Background: an optimization exercise with open tools, aiming at a short achievable clock period and few clock cycles. Do not read the settings as production practice.
The RTL was checked by simulation tests, not by an equivalence proof against the original design.
No activity file was given, so power comes from the tool's default toggle rates.

File: flow/design.v
module mips_multi #(
  parameter int unsigned ADDR_W   = 32,
  parameter logic [31:0] RESET_PC = 32'h0000_0000
) (
  input  logic              clk,
  input  logic              rst,
  output logic              mem_req,
  output logic              mem_we,
  output logic [ADDR_W-1:0] mem_addr,
  output logic [31:0]       mem_wdata,
  input  logic [31:0]       mem_rdata,
  input  logic              mem_ready,
  output logic              halted,
  output logic [31:0]       retired
);
  logic [31:0] r_regs [32];
  logic        f_need;      
  logic        f_pend;      
  logic [31:0] r_fpc;
  logic        x_valid;
  logic        x_halt;
  logic        x_wr;        
  logic [4:0]  x_rd;
  logic [4:0]  x_rs;
  logic [4:0]  x_rt;
  logic        x_mem;       
  logic        x_ld;
  logic        x_sw;
  logic        x_beq;
  logic        x_jr;
  logic        x_jmp;       
  logic        x_link;      
  logic        x_useimm;    
  logic        x_sub;
  logic        x_and;
  logic        x_or;
  logic        x_slt;
  logic [31:0] x_a;
  logic [31:0] x_b;
  logic [31:0] x_imm;
  logic [31:0] x_pc4;
  logic [31:0] x_bt;
  logic [25:0] x_tgt;
  logic        m_valid;
  logic        m_we;
  logic [4:0]  m_rt;        
  logic [31:0] m_addr;
  logic [31:0] m_wdata;
  logic        r_halted;
  logic [31:0] r_retired;
  logic [31:0] w_op2;
  logic [31:0] w_sum;
  logic        w_lt;
  logic [31:0] w_res;
  logic        w_eq;
  logic [31:0] w_npc;
  assign w_op2 = x_useimm ? x_imm : (x_sub ? ~x_b : x_b);
  assign w_sum = x_a + w_op2 + {31'd0, x_sub};
  assign w_lt  = (x_a[31] != x_b[31]) ? x_a[31] : w_sum[31];
  always_comb begin
    if (x_link)      w_res = x_pc4;
    else if (x_and)  w_res = x_a & x_b;
    else if (x_or)   w_res = x_a | x_b;
    else if (x_slt)  w_res = {31'd0, w_lt};
    else             w_res = w_sum;
  end
  assign w_eq = (x_a == x_b);
  always_comb begin
    if (x_jr)                w_npc = x_a;
    else if (x_jmp)          w_npc = {x_pc4[31:28], x_tgt, 2'b00};
    else if (x_beq && w_eq)  w_npc = x_bt;
    else                     w_npc = x_pc4;
  end
  logic w_use_m;      
  logic w_x_go;       
  logic w_use_f;      
  logic [31:0] w_fa;  
  assign w_use_m = m_valid && !f_pend;
  assign w_x_go  = x_valid && !m_valid && !x_halt;
  assign w_use_f = f_pend || (!m_valid && (f_need || w_x_go));
  assign w_fa    = x_valid ? w_npc : r_fpc;
  always_comb begin
    mem_req   = 1'b0;
    mem_we    = 1'b0;
    mem_addr  = w_fa[ADDR_W-1:0];
    mem_wdata = m_wdata;
    if (w_use_m) begin
      mem_we   = m_we;
      mem_addr = m_addr[ADDR_W-1:0];
    end
    if (!rst) mem_req = w_use_m || w_use_f;
  end
  logic w_m_done;
  logic w_f_done;
  assign w_m_done = w_use_m && mem_ready;
  assign w_f_done = w_use_f && mem_ready;
  assign halted  = r_halted || (x_valid && x_halt && !m_valid);
  assign retired = r_retired;
  logic [31:0] w_ir;
  logic [5:0]  w_op;
  logic [5:0]  w_fn;
  logic [4:0]  w_rs;
  logic [4:0]  w_rt;
  logic [4:0]  w_rdf;
  logic [31:0] w_simm;
  logic        w_is_r, w_r_alu;
  logic [31:0] w_rs_val;
  logic [31:0] w_rt_val;
  assign w_ir   = mem_rdata;
  assign w_op   = w_ir[31:26];
  assign w_fn   = w_ir[5:0];
  assign w_rs   = w_ir[25:21];
  assign w_rt   = w_ir[20:16];
  assign w_rdf  = w_ir[15:11];
  assign w_simm = {{16{w_ir[15]}}, w_ir[15:0]};
  assign w_is_r = (w_op == 6'h00);
  assign w_r_alu = w_is_r && ((w_fn == 6'h20) || (w_fn == 6'h22) || (w_fn == 6'h24) ||
                              (w_fn == 6'h25) || (w_fn == 6'h2A));
  logic w_xw;
  assign w_xw = w_x_go && x_wr;
  assign w_rs_val = (w_rs == 5'd0) ? 32'd0 :
                    (w_xw && (x_rd == w_rs)) ? w_res : r_regs[w_rs];
  assign w_rt_val = (w_rt == 5'd0) ? 32'd0 :
                    (w_xw && (x_rd == w_rt)) ? w_res : r_regs[w_rt];
  logic [4:0] w_dst;
  logic       w_wr;
  always_comb begin
    w_dst = 5'd0;
    if (w_r_alu)            w_dst = w_rdf;
    else if (w_op == 6'h08) w_dst = w_rt;
    else if (w_op == 6'h03) w_dst = 5'd31;
    w_wr = (w_dst != 5'd0);
  end
  logic        w_rf_we;
  logic [4:0]  w_rf_wa;
  logic [31:0] w_rf_wd;
  assign w_rf_we = w_xw || (w_m_done && !m_we && (m_rt != 5'd0));
  assign w_rf_wa = w_use_m ? m_rt : x_rd;
  assign w_rf_wd = w_use_m ? mem_rdata : w_res;
  always_ff @(posedge clk) begin
    if (rst) begin
      for (int i = 0; i < 32; i++) r_regs[i] <= 32'd0;
    end else if (w_rf_we) begin
      r_regs[w_rf_wa] <= w_rf_wd;
    end
  end
  always_ff @(posedge clk) begin
    if (rst) begin
      f_need    <= 1'b1;
      f_pend    <= 1'b0;
      r_fpc     <= RESET_PC;
      x_valid   <= 1'b0;
      x_halt    <= 1'b0;
      x_wr      <= 1'b0;
      x_rd      <= 5'd0;
      x_rs      <= 5'd0;
      x_rt      <= 5'd0;
      x_mem     <= 1'b0;
      x_ld      <= 1'b0;
      x_sw      <= 1'b0;
      x_beq     <= 1'b0;
      x_jr      <= 1'b0;
      x_jmp     <= 1'b0;
      x_link    <= 1'b0;
      x_useimm  <= 1'b0;
      x_sub     <= 1'b0;
      x_and     <= 1'b0;
      x_or      <= 1'b0;
      x_slt     <= 1'b0;
      x_a       <= 32'd0;
      x_b       <= 32'd0;
      x_imm     <= 32'd0;
      x_pc4     <= 32'd0;
      x_bt      <= 32'd0;
      x_tgt     <= 26'd0;
      m_valid   <= 1'b0;
      m_we      <= 1'b0;
      m_rt      <= 5'd0;
      m_addr    <= 32'd0;
      m_wdata   <= 32'd0;
      r_halted  <= 1'b0;
      r_retired <= 32'd0;
    end else begin
      f_pend <= w_use_f && !mem_ready;
      if (w_x_go) begin
        r_retired <= r_retired + 32'd1;
        x_valid   <= 1'b0;
        r_fpc     <= w_npc;
        f_need    <= 1'b1;
        if (x_mem) begin
          m_valid <= 1'b1;
          m_we    <= x_sw;
          m_rt    <= x_ld ? x_rt : 5'd0;
          m_addr  <= x_a + x_imm;
          m_wdata <= x_b;
        end
      end
      if (x_valid && x_halt && !m_valid) r_halted <= 1'b1;
      if (w_m_done) begin
        m_valid <= 1'b0;
        if (!m_we && m_rt != 5'd0) begin
          if (x_rs == m_rt) x_a <= mem_rdata;
          if (x_rt == m_rt) x_b <= mem_rdata;
        end
      end
      if (w_use_f) begin
        x_valid  <= mem_ready;
        if (mem_ready) f_need <= 1'b0;
        x_halt   <= (w_op == 6'h3F);
        x_wr     <= w_wr;
        x_rd     <= w_dst;
        x_rs     <= w_rs;
        x_rt     <= w_rt;
        x_mem    <= (w_op == 6'h23) || (w_op == 6'h2B);
        x_ld     <= (w_op == 6'h23);
        x_sw     <= (w_op == 6'h2B);
        x_beq    <= (w_op == 6'h04);
        x_jr     <= w_is_r && (w_fn == 6'h08);
        x_jmp    <= (w_op == 6'h02) || (w_op == 6'h03);
        x_link   <= (w_op == 6'h03);
        x_useimm <= !w_is_r;
        x_sub    <= w_is_r && ((w_fn == 6'h22) || (w_fn == 6'h2A));
        x_and    <= w_is_r && (w_fn == 6'h24);
        x_or     <= w_is_r && (w_fn == 6'h25);
        x_slt    <= w_is_r && (w_fn == 6'h2A);
        x_a      <= w_rs_val;
        x_b      <= w_rt_val;
        x_imm    <= w_simm;
        x_pc4    <= w_fa + 32'd4;
        x_bt     <= w_fa + 32'd4 + {w_simm[29:0], 2'b00};
        x_tgt    <= w_ir[25:0];
      end
    end
  end
endmodule
File: flow/run.sh
#!/bin/bash
# synth_recipe.tcl (not shown) runs the flow's synth.tcl, then flattens the netlist and writes it again
# the make line also repeats each setting of config.mk as NAME=value (left out here)
make -C /OpenROAD-flow-scripts/flow DESIGN_CONFIG=/design/flow/config.mk WORK_HOME=/design/flow/orfs CLKGATE_MAP_FILE= SYNTH_SCRIPT=/design/flow/synth_recipe.tcl finish
File: flow/config.mk
export PLATFORM = sky130hd
export DESIGN_NAME = mips_multi
export DESIGN_NICKNAME = mips_multi
export VERILOG_FILES = /design/flow/design.v
export SDC_FILE = /design/flow/constraint.sdc
export NUM_CORES = 4
export LEC_CHECK = 0
export CAP_MARGIN = 20
export CORE_MARGIN = 2
export CORE_UTILIZATION = 40
export SLEW_MARGIN = 20
File: flow/constraint.sdc
create_clock -name core_clock -period 8.0 [get_ports {clk}]
set_input_delay 1.6000 -clock core_clock [delete_from_list [all_inputs] [get_ports {clk}]]
set_output_delay 1.6000 -clock core_clock [all_outputs]
set_load 0.01 [all_outputs]
==> flow_summary.yaml <==
status:
  status: "finished clean"
logic_synthesis:
  yosysMostFrequentCell: "nor2_1"
  netlist_area_mm2: 0.0752
  synth_largest_area_cell: "edfxtp_1"
  synth_flop_cell: "edfxtp_1"
  synth-edff-count: 1024
  synth_top_cells_by_area: "edfxtp_1 41%, mux4_2 8.9%, dfxtp_1 8.3%, nor2_1 7.4%, mux2i_1 5.1%"
  ys_seq_area_share_pct: 49.1
  ys_seq_elements: 1334
  synth_common_cells: "1,473 x nor2_1, 1,024 x edfxtp_1, 529 x clkbuf_1"
  synth_top_area_share_pct: 40.9
  avgSynthCellArea_um2: 10.5
  async_flop_share_pct: 0
  syn_inst: 7189
  syn_nets: 7386
  yosys_warnings: 1
  synth_cell_types: 92
routing:
  num_vias: 62300
  drt_pass1_iterations: 8
  highest_layer: "met5"
  drtAntennaViolNets: 0
  wl_mm: 302
  drt-met1-wl_mm: 114
  met2_length_mm: 135
  via_per_inst: 6.43
  drc: 0
  wl_per_cell_um: 31.2
  drt_first_iter_violations: 8653
  routed-wl-met3_mm: 35.2
power:
  intPower_uw: 13000
  ir_worst_vdd_uv: 165
  p_sw_uw: 6030
  p_comb_share_pct: 21.2
  powerDensity_mw_per_mm2: 224
  swShare_pct: 31.7
  finalPower_uw: 19000
  seq_power_share_pct: 42.0
  clkPwrFrac_pct: 36.8
  p_leak_uw: 0.0309
floorplanning:
  die_y_um: 438
  core_mm2: 0.187
  die_area_mm2: 0.191
  die_w_um: 438
  start_util_pct: 40.2
  pin_count: 134
  rows: 159
global_routing:
  grt_pass1_wl_mm: 430
  grt_pass1_vias: 60100
  grt_start_max_net_pins: 99
  antenna_found_initial: 11
  grt-ovfl-total: 0
  track_usage_pct: 30.8
finish:
  area_growth_pct: 13.1
  final_layout_size_suffix_gt1_share_pct: 14.5
  fin_util_pct: 45.4
  multi_input_area_mm2: 0.0360
  seq_area_mm2: 0.0370
  fin_nets: 7291
  fillers: 17300
timing:
  finalCriticalPeriod_ns: 7.44
  finalHoldViolCount: 0
  setup_viol: 0
  fmax_mhz: 134
  post-route-period-util_pct: 93.0
  tns_ns: 0
  tightest_slew_ns: 1.35
  rsz0062_at_grt: "false"
  skew_ns: 0.0532
  hold-worst-slack_ns: 0.451
  maxSlewHeadroom_pct: 9.23
  drv_slew: 0
clocking:
  cts_sinks: 1334
  path_clk_slew_ns: 0.06
  clk_path_buf_depth: 3
  tritoncts: "yes"
  cts_buffers: 152
  cts_max_level: 4
  root_buffer: "clkbuf_16"
  ctsResizeCount: 0
  cts_setup_buffers: 0
  ctsHoldBuffers: 0
  clk-insertion-delay-late_ns: 0.84
setup_path:
  required_ns: 6.40
  crit_path_end_kind: "output port"
  critPathKind: "reg -> out"
  crit_arrival_ns: 5.84
  crit_fanout: 11
  crit_path_start_kind: "register"
place:
  post-dp-hpwl_mm: 192
  port-buffer-count: 133
  place_congestion: 0.983
run:
  max_cap_viol_count: 0
hold_path:
  min-delay-path-class: "reg -> reg"
==> path summary, 6_finish.rpt <==
kind,from,end,slack (ns),cells past startpoint
worst min register to register,m_addr[21]$_SDFFE_PP0P_,m_addr[21]$_SDFFE_PP0P_,0.45,2
worst min-delay path,m_addr[21]$_SDFFE_PP0P_,m_addr[21]$_SDFFE_PP0P_,0.45,2
worst max-delay path,x_a[1]$_SDFFE_PP0P_,mem_addr[28],0.56,11
worst max register to register,x_a[1]$_SDFFE_PP0P_,x_bt[31]$_SDFFE_PP0N_,0.78,21
==> kinds of logic (layout without fill, tap and decap cells) <==
group | count (synthesis) | in the layout | synth area share (%)
buffers and inverters | 748 | 763 | 3.77
XOR/XNOR | 172 | 172 | 2.03
other | 0 | 3 | 0
AND/OR/NAND/NOR | 2447 | 2447 | 13.5
flip-flops | 1334 | 1334 | 49.1
adder cells (fa/ha/maj) | 162 | 162 | 2.74
AO/OA/AOI/OAI | 1533 | 1533 | 13.1
multiplexers | 793 | 793 | 15.7
==> power by group through the flow <==
stage               registers, uW  logic [uW]  clock network [uW]
floorplan                    8020        2360                   0
global placement             8090        3750                   0
detailed placement           8110        3820                   0
CTS                          7960        3830                7030
global route                 8000        4250                7310
finish                       7980        4040                7000
==> per-stage QoR <==
| step | setup WS [ns] | std cells | cell area (um2) |
|---|---|---|---|
| floorplan | 2.66 | 7189 | 75200 |
| global placement | 0.945 | 9421 | 79900 |
| detailed placement | 0.847 | 9426 | 80000 |
| CTS | 0.584 | 9690 | 84800 |
| global route | 0.226 | 9699 | 85100 |
| finish | 0.563 | 9702 | 85100 |
==> layout by cell type, fill, tap and decap left out, drive strengths merged, types with 34 or more instances in the layout <==
cell	count
o21ai	397
o21a	36
nand2	528
mux4	298
clkdlybuf4s50	122
a22oi	126
nor3	129
inv	118
dfxtp	310
nor2	1473
xnor2	98
a221oi	128
a21oi	412
mux2i	380
xor2	73
a21o	55
nand4	34
nand3	100
o211ai	76
clkinv	48
mux2	115
edfxtp	1024
ha	158
buf	264
clkbuf	198
a211oi	56
==> sequential cells by signal (all words and copies together) (netlist names), 15 cells and up <==
register and flops:
m_addr 32, m_wdata 32, r_fpc 32, r_regs 1024, r_retired 32, x_a 32, x_b 32, x_bt 30
x_imm 15, x_pc4 32
==> worst max-delay path, cell delays in order (launching register included) <==
cell             delay (ns)
dfxtp_1                0.50
inv_1                  0.15
ha_1                   0.33
nor4_1                 0.54
nand4_1                0.70
buf_4                  0.42
nor4_2                 0.82
mux2i_1                0.17
mux2i_1                0.22
mux2i_1                0.19
o21ai_0                0.36
clkdlybuf4s50_1        0.60
==> cell type report <==
type / instances / share of cell area (%)
Inverter: 112 / 0.494
Antenna cell: 3 / 0.00882
Clock buffer: 197 / 4.84
Sequential cell: 1334 / 43.4
Multi-Input combinational cell: 5107 / 42.3
Tap cell: 2495 / 3.67
Clock inverter: 67 / 0.830
Timing Repair Buffer: 387 / 4.38
==> layer usage <==
metal  GRT usage, %  vias up
li1               -    26300
met1           39.9    30900
met2           47.8     4138
met3           7.57      951
met4           16.1       14
met5              0        -
Testbench counts, summed over its fixed seeds: cycles 58,591.

[re-timing with driven ports]
Ports are ideal in the flow. The routed layout listed here was re-timed in OpenROAD. Step 1 sets driving cells, clkbuf_16 on the clock port and buf_2 on the other inputs (assumed; they add their load-dependent delay and slew). Step 2, shift: input delay + t, output delay - t, t = (earliest + latest rising clock arrival at the registers) / 2. This alone moves slack from input paths to output paths. Slacks: ideal ports / drivers / drivers and shift; pairs: ideal ports / drivers.
t, ns: 0.899
slack for setup (ns): 0.563 / 0.474 / 0.777
clock arrival spread, ns: 0.054 / 0.054
slew at the worst register clock pin (ns): 0.07 / 0.07
worst slew at a driven data input, ns: 0.07
After both steps this run still meets setup and hold. For this run, drivers alone change the setup slack by -0.089 ns; drivers and shift together by +0.214 ns.
